What follows belongs to an exercise in optimizing a design on an open flow for small area, a short achievable clock period and few clock cycles; a production flow would make more cautious choices.
The RTL was checked by simulation tests, not by an equivalence proof against the original design.

## run 1
// bitmap_range_allocator_core
module bitmap_range_allocator_core #(
	parameter int WORD_W = 64
) (
	input  logic                       clk,
	input  logic                       arst_n,
	input  logic                       cfg_we,
	input  logic [bra_pkg::IDX_W-1:0]  cfg_wdata,
	input  logic                       req_valid,
	output logic                       req_ready,
	input  logic [bra_pkg::MODE_W-1:0] req_mode,
	input  logic [bra_pkg::IDX_W-1:0]  req_position,
	input  logic [bra_pkg::IDX_W-1:0]  req_length,
	input  logic                       req_bit_value,
	output logic                       rsp_valid,
	input  logic                       rsp_ready,
	output logic [bra_pkg::IDX_W-1:0]  rsp_found_index,
	output logic [bra_pkg::IDX_W-1:0]  rsp_tally,
	output logic                       rsp_flag,
	output logic [bra_pkg::STAT_W-1:0] rsp_status
);
For scale: ~9,500 cells after synthesis, about 70 I/O pins.
clock: 9.0 ns
lec_check: 0
cap_margin: 20
core_margin: 2
core_utilization: 45
setup_slack_margin: 2
slew_margin: 20
run.sh (not shown) runs the stock make flow with config.mk's settings and CLKGATE_MAP_FILE= SYNTH_SCRIPT=/design/flow/synth_recipe.tcl, a recipe that flattens the netlist after the stock synthesis.
Run 1 closes out successfully: all stages finished, all timing, DRC and antenna checks passed.
Testbench counts of run 1, summed over its fixed seeds: cycles 12,866.
Setup changes, run 1 to run 2
# run 1
export LEC_CHECK = 0
export CAP_MARGIN = 20
export CORE_MARGIN = 2
export CORE_UTILIZATION = 45
export SETUP_SLACK_MARGIN = 2
export SLEW_MARGIN = 20
create_clock -name core_clock -period 9.0 [get_ports {clk}]
# run 2
export LEC_CHECK = 0
export CAP_MARGIN = 20
export CORE_MARGIN = 2
export CORE_UTILIZATION = 50
export SETUP_SLACK_MARGIN = 2
export SLEW_MARGIN = 20
create_clock -name core_clock -period 9.0 [get_ports {clk}]
### Flow results
Delta (run 2 minus run 1): routed wire length fell by 0.93%, area growth from synthesis to layout fell by 0.40 points, final worst setup slack increased 12 ps. Per the comparison of run 2 with run 1, share of the cycle needed by the critical path after routing flat; sequential share of layout area held.
Input changes introduced in run 3 (baseline for comparison: run 2):
# run 2
export LEC_CHECK = 0
export CAP_MARGIN = 20
export CORE_MARGIN = 2
export CORE_UTILIZATION = 50
export SETUP_SLACK_MARGIN = 2
export SLEW_MARGIN = 20
create_clock -name core_clock -period 9.0 [get_ports {clk}]
# run 3
export LEC_CHECK = 0
export CAP_MARGIN = 20
export CORE_MARGIN = 2
export CORE_UTILIZATION = 40
export SETUP_SLACK_MARGIN = 2
export SLEW_MARGIN = 20
create_clock -name core_clock -period 9.0 [get_ports {clk}]
Notes after the runs:
- Post-synth net total: run 2 vs run 3 identical
- Comparing run 3 against run 2, there is no change at all in mapped cell area.
- Run 3 vs. run 2: clock period minus final worst setup slack went down by 70 ps.
- Diff run 2 -> run 3: aggregate global-route resource usage lower; final setup slack of the worst path now sits higher; critical path depth decreased 2; average wire per cell in the routed design lost about 2.5%; met3 capacity usage during global routing went down by 12 points.

---

ember:
bitmap_range_allocator_core, a different RTL version from the one above (not shown whole).
Size in the first run: roughly 9500 cells after synthesis, roughly 1600 flip-flops, roughly 96000 sq um of cells after synthesis.
## bitmap_range_allocator_core
module bitmap_range_allocator_core #(
	parameter int WORD_W = 64
) (
	input  logic                       clk,
	input  logic                       arst_n,
	input  logic                       cfg_we,
	input  logic [bra_pkg::IDX_W-1:0]  cfg_wdata,
	input  logic                       req_valid,
	output logic                       req_ready,
	input  logic [bra_pkg::MODE_W-1:0] req_mode,
	input  logic [bra_pkg::IDX_W-1:0]  req_position,
	input  logic [bra_pkg::IDX_W-1:0]  req_length,
	input  logic                       req_bit_value,
	output logic                       rsp_valid,
	input  logic                       rsp_ready,
	output logic [bra_pkg::IDX_W-1:0]  rsp_found_index,
	output logic [bra_pkg::IDX_W-1:0]  rsp_tally,
	output logic                       rsp_flag,
	output logic [bra_pkg::STAT_W-1:0] rsp_status
);
	localparam int W  = WORD_W;
	localparam int LW = $clog2(W);
	localparam int K  = 1024 / W;
	localparam int KW = $clog2(K);
	localparam logic [LW:0] W_NONE = W;
	function automatic logic [LW:0] lo_idx(input logic [W-1:0] x);
		logic [W-1:0]  v;
		logic [LW-1:0] ix [W];
		logic [LW-1:0] a, b;
		for (int i = 0; i < W; i++) begin
			v[i]  = x[i];
			ix[i] = '0;
		end
		for (int l = 0; l < LW; l++) begin
			for (int i = 0; i < (W >> (l + 1)); i++) begin
				a = ix[2*i];
				b = ix[2*i+1];
				b[l] = 1'b1;
				ix[i] = v[2*i] ? a : b;
				v[i]  = v[2*i] | v[2*i+1];
			end
		end
		lo_idx = v[0] ? {1'b0, ix[0]} : W_NONE;
	endfunction
	function automatic logic [LW-1:0] hi_idx(input logic [W-1:0] x);
		logic [W-1:0]  v;
		logic [LW-1:0] ix [W];
		logic [LW-1:0] a, b;
		for (int i = 0; i < W; i++) begin
			v[i]  = x[i];
			ix[i] = '0;
		end
  ...
make LEC_CHECK=0 CAP_MARGIN=20 CORE_MARGIN=2 CORE_UTILIZATION=55 SETUP_SLACK_MARGIN=2 SLEW_MARGIN=20 finish   # period 9.0 ns
Seen in the log of ember: GRT-0116 during 5_1_grt, after which the run never completed.
Testbench counts of ember, summed over its fixed seeds: cycles 13,665.
Here is what was changed in the inputs of nickel compared with ember.
- changing CORE_UTILIZATION from 55 to 40
- changing SETUP_SLACK_MARGIN from 2 to 1.5
## What came out
nickel went all the way through the flow, and no timing, DRC or antenna check failed. Comparing nickel against ember, there is no change at all in CTS sink count. nickel ended with less pre-CTS setup slack than ember. From ember to nickel, synthesized cell count did not move at all. Die extent in x (ember / nickel): 0.854. Compared with ember, number of standard-cell rows in the floorplan in nickel increased by more than 10%. Xor and xnor fraction of the mapped netlist area came out exactly the same in ember and nickel. Reported for ember and nickel, post-synthesis area per instance turned out identical to the last digit. Per the comparison of nickel with ember, detailed-placement wirelength estimate now sits higher, routability congestion estimate from global placement now sits lower, total CTS buffers now sits higher.

-- afterwards: timing with drivers on the ports --
No port has a modelled driver above. Below, the same layouts with a new extraction and two added sets of constraints. Step 1 (the two cells are an assumption about what drives the block):
set clk [get_ports {clk}]
set_driving_cell -lib_cell sky130_fd_sc_hd__clkbuf_16 $clk
set_driving_cell -lib_cell sky130_fd_sc_hd__buf_2 [delete_from_list [all_inputs] $clk]
Step 2 moves the port delays by t, midway between the first and last clock arrival at a register: inputs arrive t later, outputs are due t later. That takes back most of the time a late clock gives input paths. Slacks: ideal ports / drivers / drivers and shift; pairs: ideal ports / drivers.
run | t (ns) | slack for setup (ns) | worst setup path after step 2 | worst slew at a driven data input, ns
run 1 | 0.934 | 1.660 / 1.660 / 1.649 | input to register | 0.18
run 2 | 0.932 | 1.673 / 1.673 / 1.081 | input to register | 0.05
run 3 | 0.960 | 1.742 / 1.742 / 1.452 | input to register | 0.12
nickel | 0.936 | 1.384 / 1.384 / 1.384 | register to register | 0.09
After both steps setup and hold are still met in every run listed. For run 2, which loses most, drivers alone change the setup slack by 0.000 ns; drivers and shift together by -0.592 ns.
